This is an optimization exercise on Yosys and OpenROAD, whose aim is small area, not a production implementation.
The RTL was checked by simulation tests, not by an equivalence proof against the original design.
No activity file was given, so power comes from the tool's default toggle rates.

==> branch indigo: inputs <==
==> flow/design.v <==
module dither_top (
    input  logic [23:0] din,
    input  logic        clk,
    input  logic        rst,
    input  logic        hs_in,
    input  logic        vs_in,
    input  logic        de_in,
    output logic [23:0] dout,
    output logic        hs_out,
    output logic        vs_out,
    output logic        de_out
);
    localparam int NST = 52;
    localparam int NGR = 50;
    logic [NST-1:0] de_sr;
    logic [NST-1:0] hs_sr;
    logic [NST-1:0] vs_sr;
    always_ff @(posedge clk) begin
        de_sr <= {de_sr[NST-2:0], de_in};
        hs_sr <= {hs_sr[NST-2:0], hs_in};
        vs_sr <= {vs_sr[NST-2:0], vs_in};
    end
    logic [5:0] rcnt;
    logic [6:0] rcy;
    logic       ok50;    
    logic       ok51;    
    assign ok51 = rcnt[5] & rcnt[4] & rcnt[2];
    assign ok50 = rcnt[5] & rcnt[4] & (rcnt[2] | (rcnt[1] & rcnt[0]));
    assign rcy[0] = ~ok51;
    for (genvar i = 0; i < 6; i++) begin : g_rcnt
        assign rcy[i+1] = rcy[i] & rcnt[i];
        always_ff @(posedge clk) begin
            rcnt[i] <= ~rst & (rcnt[i] ^ rcy[i]);
        end
    end
    logic [4:0] q_hi;    
    logic       q_cy;    
    logic       de_q;
    logic signed [5:0] w7;
    logic signed [4:0] w5;
    logic signed [3:0] w3;
    logic signed [2:0] w1;
    assign de_q = de_sr[50] & ok50;
    localparam logic [383:0] W7_TAB = 384'b000000111111111111111110111110111100111100111011111011111010111010111001111001110111110111110110110110110101110101110100110100110010110010110001110001110000110000101111101111101101101101101100101100010011010011010010010010010000010000001111001111001110001110001101001101001011001011001010001010001001001001001000001000000110000110000101000101000100000100000011000011000001000001000000;
    localparam logic [319:0] W5_TAB = 320'b00000000000000011111111111111011110111011110111100111001101111011110101101011001110011100111001110001100010111101111011010110101011010110100101001001110011100101001001110011100110101101011000110001011010110101001010010010100101000010000011100111001110011100110001100010100101001000010000011000110001000010000010000100000;
    localparam logic [255:0] W3_TAB = 256'b0000111111111111111111101110111011101101110111011101110011001100110010111011101110111010101010101010100110011001100110001000100010000111011101110111011001100110011001010101010101010100010001000100001100110011001100100010001000100001000100010001000000000000;
    localparam logic [191:0] W1_TAB = 192'b000110110110110110110110110110110110110110110110110101101101101101101101101101101101101101101101101001001001001001001001001001001001001001001001001000000000000000000000000000000000000000000000;
    logic [5:0] widx;
    assign widx = {q_hi, q_cy};
    assign w7 = W7_TAB[widx*6 +: 6];
    assign w5 = W5_TAB[widx*5 +: 5];
    assign w3 = W3_TAB[widx*4 +: 4];
    assign w1 = W1_TAB[widx*3 +: 3];
    logic [11:0] col;
    logic [12:0] ccy;
    assign ccy[0] = 1'b1;
    for (genvar i = 0; i < 12; i++) begin : g_col
        assign ccy[i+1] = ccy[i] & col[i];
        always_ff @(posedge clk) begin
            col[i] <= de_q & (col[i] ^ ccy[i]);
        end
    end
    logic in_line;
    logic ok_m2, ok_m1, ok_0, ok_p1, ok_p2;
    assign in_line = de_q && (col[11:5] == 7'd0);
    assign ok_m2 = in_line && (col[4:0] >= 5'd2) && (col[4:0] < 5'd18);
    assign ok_m1 = in_line && (col[4:0] >= 5'd1) && (col[4:0] < 5'd17);
    assign ok_0  = in_line && (col[4:0] < 5'd16);
    assign ok_p1 = in_line && (col[4:0] < 5'd15);
    assign ok_p2 = in_line && (col[4:0] < 5'd14);
    logic [7:0] gr [NGR];
    logic [7:0] term [NGR+1];    
    logic       tap  [NGR+1];
    logic [7:0] nv [NGR+1];
    always_comb begin
        for (int k = 0; k <= NGR; k++) begin
            term[k] = '0;
            tap[k]  = 1'b0;
        end
        term[1]  = ok_p2 ? 8'(w1) : '0;  tap[1]  = 1'b1;
        term[2]  = ok_p1 ? 8'(w3) : '0;  tap[2]  = 1'b1;
        term[3]  = ok_0  ? 8'(w5) : '0;  tap[3]  = 1'b1;
        term[4]  = ok_m1 ? 8'(w3) : '0;  tap[4]  = 1'b1;
        term[5]  = ok_m2 ? 8'(w1) : '0;  tap[5]  = 1'b1;
        term[25] = ok_p2 ? 8'(w3) : '0;  tap[25] = 1'b1;
        term[26] = ok_p1 ? 8'(w5) : '0;  tap[26] = 1'b1;
        term[27] = ok_0  ? 8'(w7) : '0;  tap[27] = 1'b1;
        term[28] = ok_m1 ? 8'(w5) : '0;  tap[28] = 1'b1;
        term[29] = ok_m2 ? 8'(w3) : '0;  tap[29] = 1'b1;
        term[49] = ok_p2 ? 8'(w5) : '0;  tap[49] = 1'b1;
        term[50] = ok_p1 ? 8'(w7) : '0;  tap[50] = 1'b1;
    end
    logic [5:0] ls, lc;
    logic [7:0] lx, ly;
    logic [8:0] lcy;
    for (genvar i = 0; i < 6; i++) begin : g_csa
        assign ls[i] = din[18+i] ^ din[9+i] ^ din[2+i];
        assign lc[i] = (din[18+i] & din[9+i]) | (din[2+i] & (din[18+i] ^ din[9+i]));
    end
    assign lx = {1'b0, din[15], ls};
    assign ly = {1'b0, lc, 1'b0};
    assign lcy[0] = 1'b0;
    for (genvar i = 0; i < 8; i++) begin : g_luma
        assign nv[0][i] = lx[i] ^ ly[i] ^ lcy[i];
        assign lcy[i+1] = (lx[i] & ly[i]) | (lcy[i] & (lx[i] ^ ly[i]));
    end
    for (genvar k = 1; k <= NGR; k++) begin : g_add
        if (k == 1 || k == 2 || k == 3 || k == 4 || k == 5 || k == 25 || k == 26 || k == 27 ||
            k == 28 || k == 29 || k == 49 || k == 50) begin : g_tap
            logic [7:0] a, b, s;
            logic [8:0] cy;
            assign a = gr[k-1];
            assign b = term[k];
            assign cy[0] = 1'b0;
            for (genvar i = 0; i < 8; i++) begin : g_bit
                assign s[i] = a[i] ^ b[i] ^ cy[i];
                assign cy[i+1] = (a[i] & b[i]) | (cy[i] & (a[i] ^ b[i]));
                assign nv[k][i] = (s[i] & cy[8]) | (s[i] & ~b[7]) | (cy[8] & ~b[7]);
            end
        end else begin : g_pass
            assign nv[k] = gr[k-1];
        end
    end
    always_ff @(posedge clk) begin
        for (int k = 0; k < NGR; k++) gr[k] <= nv[k];
        q_hi <= nv[NGR][7:3];
        q_cy <= nv[NGR][7] & nv[NGR][2] & nv[NGR][1] & nv[NGR][0];
    end
    logic lvl;
    always_ff @(posedge clk) begin
        lvl <= q_hi[4];
    end
    assign dout   = {24{lvl}};
    assign de_out = de_sr[51] & ok51;
    assign hs_out = hs_sr[51] & ok51;
    assign vs_out = vs_sr[51] & ok51;
endmodule
==> flow/flow/run.sh <==
#!/bin/bash
# Layout flow: the standard flow (standard.sh, unchanged synthesis), with
#  - clock tree: larger sink clusters on clkbuf_8 leaf buffers and no dummy loads
#  - port buffers: the smallest buffer cell instead of the resizer's pick
# Every tool's full output goes to standard.log here and to ORFS's own per-step logs under orfs/logs.
set -euo pipefail
export CTS_ARGS="-sink_clustering_enable -repair_clock_nets -dont_use_dummy_load -sink_clustering_size 16 -sink_clustering_max_diameter 50 -buf_list sky130_fd_sc_hd__clkbuf_8"
export BUFFER_PORTS_ARGS="-buffer_cell sky130_fd_sc_hd__buf_1"
bash standard.sh finish > standard.log 2>&1
==> flow/standard.sh <==
#!/bin/bash
# synth_recipe.tcl (not shown) runs the flow's synth.tcl, then flattens the netlist and writes it again
# the make line also repeats each setting of config.mk as NAME=value (left out here)
make -C /OpenROAD-flow-scripts/flow DESIGN_CONFIG=/design/flow/config.mk WORK_HOME=/design/flow/orfs CLKGATE_MAP_FILE= SYNTH_SCRIPT=/design/flow/synth_recipe.tcl "${@:-finish}"
==> flow/config.mk <==
export PLATFORM = sky130hd
export DESIGN_NAME = dither_top
export DESIGN_NICKNAME = dither_top
export VERILOG_FILES = /design/flow/design.v
export SDC_FILE = /design/flow/constraint.sdc
export NUM_CORES = 4
export LEC_CHECK = 0
export ABC_AREA = 1
export CAP_MARGIN = 20
export CORE_MARGIN = 2
export CORE_UTILIZATION = 60
export SLEW_MARGIN = 20
==> flow/constraint.sdc <==
create_clock -name core_clock -period 7.0 [get_ports {clk}]
set_input_delay 1.4000 -clock core_clock [delete_from_list [all_inputs] [get_ports {clk}]]
set_output_delay 1.4000 -clock core_clock [all_outputs]
set_load 0.01 [all_outputs]
==> branch garnet: changes against branch indigo <==
==> flow/run.sh (new file) <==
#!/bin/bash
# synth_recipe.tcl (not shown) runs the flow's synth.tcl, then flattens the netlist and writes it again
# the make line also repeats each setting of config.mk as NAME=value (left out here)
make -C /OpenROAD-flow-scripts/flow DESIGN_CONFIG=/design/flow/config.mk WORK_HOME=/design/flow/orfs CLKGATE_MAP_FILE= SYNTH_SCRIPT=/design/flow/synth_recipe.tcl finish
removed: flow/flow/run.sh
removed: flow/standard.sh
==> branch yarrow: changes against branch indigo <==
==> flow/run.sh (new file) <==
#!/bin/bash
# synth_recipe.tcl (not shown) runs the flow's synth.tcl, then flattens the netlist and writes it again
# the make line also repeats each setting of config.mk as NAME=value (left out here)
make -C /OpenROAD-flow-scripts/flow DESIGN_CONFIG=/design/flow/config.mk WORK_HOME=/design/flow/orfs CLKGATE_MAP_FILE= SYNTH_SCRIPT=/design/flow/synth_recipe.tcl finish
- CTS_BUF_LIST: default -> sky130_fd_sc_hd__clkbuf_4 sky130_fd_sc_hd__clkbuf_8
- CTS_CLUSTER_SIZE: default -> 30
removed: flow/flow/run.sh
removed: flow/standard.sh
==> run notes <==
	branch garnet	branch yarrow	branch indigo
Sw frac	21.5%	21.7%	21.5%
Launch instance of the worst register-to-register path	q_hi[3]$_DFF_P_	q_hi[3]$_DFF_P_	q_hi[2]$_DFF_P_
Clock-cell share of area	9.13%	9.34%	3.61%
Comb power	0.000379 W	0.000377 W	0.000368 W
Status	timing/DRC/antenna clean	timing/DRC/antenna clean	timing/DRC/antenna clean
First-pass detailed-route iteration total	5	5	4
Final-stage net count	1528	1560	1522
Worst R2R Path Depth	18	18	16
Non-clock buffering overhead in the final layout	2.62%	2.62%	1.09%
Critical Path End	gr[1][6]$_DFF_P_	gr[1][6]$_DFF_P_	gr[1][0]$_DFF_P_
Final GP Congestion	0.817	0.817	0.842
Power per cell area	391 nW/um2	384 nW/um2	347 nW/um2
Levels on crit path	18	18	16
Post-layout total power	0.00756 W	0.00744 W	0.00622 W
Hold path endpoint	gr[15][5]$_DFF_P_	gr[33][2]$_DFF_P_	gr[38][1]$_DFF_P_
Worst path setup slack after routing	1800 ps	1800 ps	1950 ps
Power share of the combinational group	5.0%	5.1%	5.9%
DR WL met3	1.21 mm	1.10 mm	927 um

[separate check: timing with driven ports]
The results above use ideal ports. As a check the final layouts listed here were re-extracted and re-timed, cells and wires unchanged. Step 1 sets driving cells, clkbuf_16 on the clock port and buf_2 on the other inputs (assumed; they add their load-dependent delay and slew). Step 2 adds t to the input delays and takes it off the output delays; t is the mean of the earliest and latest rising clock arrival at the registers after step 1. Input paths then give back, and output paths get back, about the clock's delay inside the block. Three values: no drivers, after step 1, after step 2; two values: the first two.
| run | shift t [ns] | slack for setup (ns) | latest minus earliest clock arrival (ns) | worst slew at a driven data input, ns |
|---|---|---|---|---|
| branch indigo | 0.598 | 1.952 / 1.952 / 1.952 | 0.078 / 0.079 | 0.03 |
| branch garnet | 0.607 | 1.797 / 1.797 / 1.797 | 0.021 / 0.021 | 0.04 |
| branch yarrow | 0.641 | 1.797 / 1.797 / 1.797 | 0.029 / 0.028 | 0.04 |
After both steps every run listed still meets setup and hold.
